From an optimization exercise on the open Yosys and OpenROAD flow, aimed at small area; shortcuts taken in it are not production practice. Only simulation tests tie the RTL to the original design; equivalence was not proved.

## the baseline
// debug_uart_top
module debug_uart_top #(
	parameter int clks_per_bit = 8
) (
	input wire clk,
	input wire rst,
	input wire uart_rx,
	output wire uart_tx,
	input wire [dbg_cmd_pkg::addr_width-1:0] cpu_addr,
	input wire [7:0] cpu_wdata,
	input wire cpu_we,
	input wire cpu_re,
	output wire [7:0] cpu_rdata,
	output wire cpu_halt,
	output wire cpu_rst,
	input wire cpu_is_halted,
	output wire bus_grant
);
Size: roughly 6200 cells after synthesis, roughly 2100 flip-flops, about 42 I/O pins, roughly 74000 µm² of cells after synthesis.
==> flow/config.mk <==
export PLATFORM = sky130hd
export DESIGN_NAME = debug_uart_top
export DESIGN_NICKNAME = debug_uart_top
export VERILOG_FILES = /design/flow/design.v
export SDC_FILE = /design/flow/constraint.sdc
export NUM_CORES = 4
export LEC_CHECK = 0
export CAP_MARGIN = 20
export CORE_MARGIN = 2
export CORE_UTILIZATION = 60
export CTS_BUF_LIST = sky130_fd_sc_hd__clkbuf_16
export CTS_CLUSTER_DIAMETER = 150
export CTS_CLUSTER_SIZE = 25
export SLEW_MARGIN = 20
export SYNTH_HIERARCHICAL = 1
==> flow/constraint.sdc <==
create_clock -name core_clock -period 10.0 [get_ports {clk}]
set_input_delay 2.0000 -clock core_clock [delete_from_list [all_inputs] [get_ports {clk}]]
set_output_delay 2.0000 -clock core_clock [all_outputs]
set_load 0.01 [all_outputs]
run.sh (not shown) runs the stock make flow with config.mk's settings and CLKGATE_MAP_FILE= SYNTH_SCRIPT=/design/flow/synth_recipe.tcl, a recipe that flattens the netlist after the stock synthesis.
The baseline | stages: all done | timing, DRC, antenna: all pass
> inputs changed (the baseline -> the candidate)
--- a/flow/design.v
+++ b/flow/design.v
@@ -18,106 +18,97 @@
 	localparam int reset_pulse_bits = 9;
 	localparam int addr_width = 16;
 endpackage
 `default_nettype wire
 `default_nettype none
 module ram_bit (
 	input wire clk,
 	input wire wl,
-	input wire wln,
-	input wire d,
+	input wire wa,
+	input wire xd,
 	output logic q
 );
 	always_ff @(posedge clk)
-		q <= (wln | d) & (wl | q);
+		q <= (wa | xd) & (wl | q);
 endmodule
 module ram_aoi222 (
 	input wire a1,
 	input wire a2,
 	input wire b1,
 	input wire b2,
 	input wire c1,
 	input wire c2,
 	output wire y
 );
 	assign y = ~((a1 & a2) | (b1 & b2) | (c1 & c2));
 endmodule
-module ram_nand4 (
+module ram_nand2 (
 	input wire a,
 	input wire b,
-	input wire c,
-	input wire d,
 	output wire y
 );
-	assign y = ~(a & b & c & d);
-endmodule
-module ram_nor4 (
-	input wire a,
-	input wire b,
-	input wire c,
-	input wire d,
-	output wire y
-);
-	assign y = ~(a | b | c | d);
+	assign y = ~(a & b);
 endmodule
 module ram_word (
 	input wire clk,
 	input wire rown,
 	input wire rwn,
-	input wire rw,
-	input wire col,
 	input wire coln,
-	input wire [7:0] wdata,
+	input wire [7:0] xd,
 	output wire sel,
 	output wire [7:0] q
 );
 	wire wl;
-	wire wln;
 	assign sel = ~(rown | coln);
 	assign wl = ~(rwn | coln);
-	assign wln = ~(rw & col);
 	genvar b;
 	generate
 		for (b = 0; b < 8; b = b + 1) begin : g_bit
 			ram_bit u_bit (
 				.clk(clk),
 				.wl(wl),
-				.wln(wln),
-				.d(wdata[b]),
+				.wa(coln),
+				.xd(xd[b]),
 				.q(q[b])
 			);
 		end
 	endgenerate
 endmodule
 module target_ram (
 	input wire clk,
 	input wire we,
 	input wire re,
 	input wire [7:0] addr,
 	input wire [7:0] wdata,
 	output logic [7:0] rdata
 );
 	logic [15:0] row;
 	logic [15:0] col;
 	wire [255:0] sel;
+	wire [7:0] xd [0:15];
 	wire [7:0] q [0:255];
 	assign row = 16'b1 << addr[7:4];
 	assign col = 16'b1 << addr[3:0];
+	wire [15:0] rw;
+	wire [7:0] wdn;
+	assign rw = row & {16{we}};
+	assign wdn = ~wdata;
 	genvar gi, gb, gk;
 	generate
+		for (gi = 0; gi < 128; gi = gi + 1) begin : g_xd
+			ram_nand2 u_xd (.a(rw[gi / 8]), .b(wdn[gi % 8]), .y(xd[gi / 8][gi % 8]));
+		end
 		for (gi = 0; gi < 256; gi = gi + 1) begin : g_word
 			ram_word u_word (
 				.clk(clk),
 				.rown(~row[gi / 16]),
 				.rwn(~(row[gi / 16] & we)),
-				.rw(row[gi / 16] & we),
-				.col(col[gi % 16]),
 				.coln(~col[gi % 16]),
-				.wdata(wdata),
+				.xd(xd[gi / 16]),
 				.sel(sel[gi]),
 				.q(q[gi])
 			);
 		end
 		for (gb = 0; gb < 8; gb = gb + 1) begin : g_rd
 			wire [85:0] y;
 			wire [0:0] t2;
 			for (gk = 0; gk < 85; gk = gk + 1) begin : g_aoi
@@ -219,16 +210,17 @@
 	localparam logic [3:0] st_rd_reply   = 4'd4;
 	localparam logic [3:0] st_wr_hi      = 4'd5;
 	localparam logic [3:0] st_wr_lo      = 4'd6;
 	localparam logic [3:0] st_wr_data    = 4'd7;
 	localparam logic [3:0] st_reset_hold = 4'd8;
 	localparam logic [3:0] st_send_ack   = 4'd9;
 	logic [3:0] state;
 	logic [dbg_cmd_pkg::reset_pulse_bits-1:0] cnt;
+	wire pulse_done;
 	logic we_q;
 	logic re_q;
 	logic tx_start;
 	logic halt_q;
 	logic crst_q;
 	logic [7:0] dbg_addr;
 	logic tx_ready;
 	logic tx_load;
@@ -299,17 +291,17 @@
 				st_wr_lo: if (rx_valid) state <= st_wr_data;
 				st_wr_data: begin
 					if (rx_valid) begin
 						we_q <= 1'b1;
 						state <= st_send_ack;
 					end
 				end
 				st_reset_hold: begin
-					if (cnt[dbg_cmd_pkg::reset_pulse_bits-1]) begin
+					if (pulse_done) begin
 						crst_q <= 1'b1;
 						state <= st_send_ack;
 					end
 				end
 				st_send_ack: begin
 					if (tx_ready) begin
 						tx_start <= 1'b1;
 						state <= st_idle;
@@ -321,19 +313,20 @@
 					crst_q <= 1'b1;
 				end
 			endcase
 		end
 	end
 	always_ff @(posedge clk) begin
 		if (state == st_idle)
 			cnt <= '0;
-		else if (state == st_reset_hold && !cnt[dbg_cmd_pkg::reset_pulse_bits-1])
-			cnt <= cnt + 1'b1;
+		else
+			cnt <= {cnt[7:0], ~(cnt[8] ^ cnt[4])};
 	end
+	assign pulse_done = (cnt == 9'h19f);
 	always_ff @(posedge clk) begin
 		if (rx_valid && (state == st_rd_lo || state == st_wr_lo))
 			dbg_addr <= rx_data;
 	end
 	wire [7:0] ram_addr;
 	wire [7:0] ram_wdata;
 	wire ram_we;
 	wire ram_re;
### Flow results
- The candidate: first-pass GRT wire length lower than the baseline
- Compared with the baseline, the candidate shows global-route usage lower by 0.82 points.
- Relative to the baseline, fraction of the mapped netlist area in simple logic gates decreased by 0.67 points in the candidate.
- From the baseline to the candidate the numbers moved as follows: post-layout minimum cycle time lost 0.030 ns; worst-case setup margin in the final layout went up; required time at the endpoint of the critical path has decreased.

afterwards: timing with drivers on the ports:
How much do the figures lean on ideal ports? The routed layouts below were timed once more, with nothing changed but the port constraints. Step 1 (the two cells are an assumption about what drives the block):
set clk [get_ports {clk}]
set_driving_cell -lib_cell sky130_fd_sc_hd__clkbuf_16 $clk
set_driving_cell -lib_cell sky130_fd_sc_hd__buf_2 [delete_from_list [all_inputs] $clk]
Step 2 times the ports against the registers' clock, not the clock port: input delays grow and output delays shrink by t, the midpoint of the rising clock arrivals with the driver on. Three values: ideal, step 1, step 2; two values: the first two.
run | shift t [ns] | setup slack, ns | worst setup path at the end | pins driven straight from the clock port
the baseline | 0.807 | 2.756 / 2.811 / 2.004 | input to register | 1
the candidate | 0.789 | 2.786 / 2.830 / 2.041 | input to register | 1
After both steps setup and hold are still met in every run listed. The setup slack of the baseline, which loses most, moves by +0.055 ns with the drivers and by -0.752 ns with both steps.
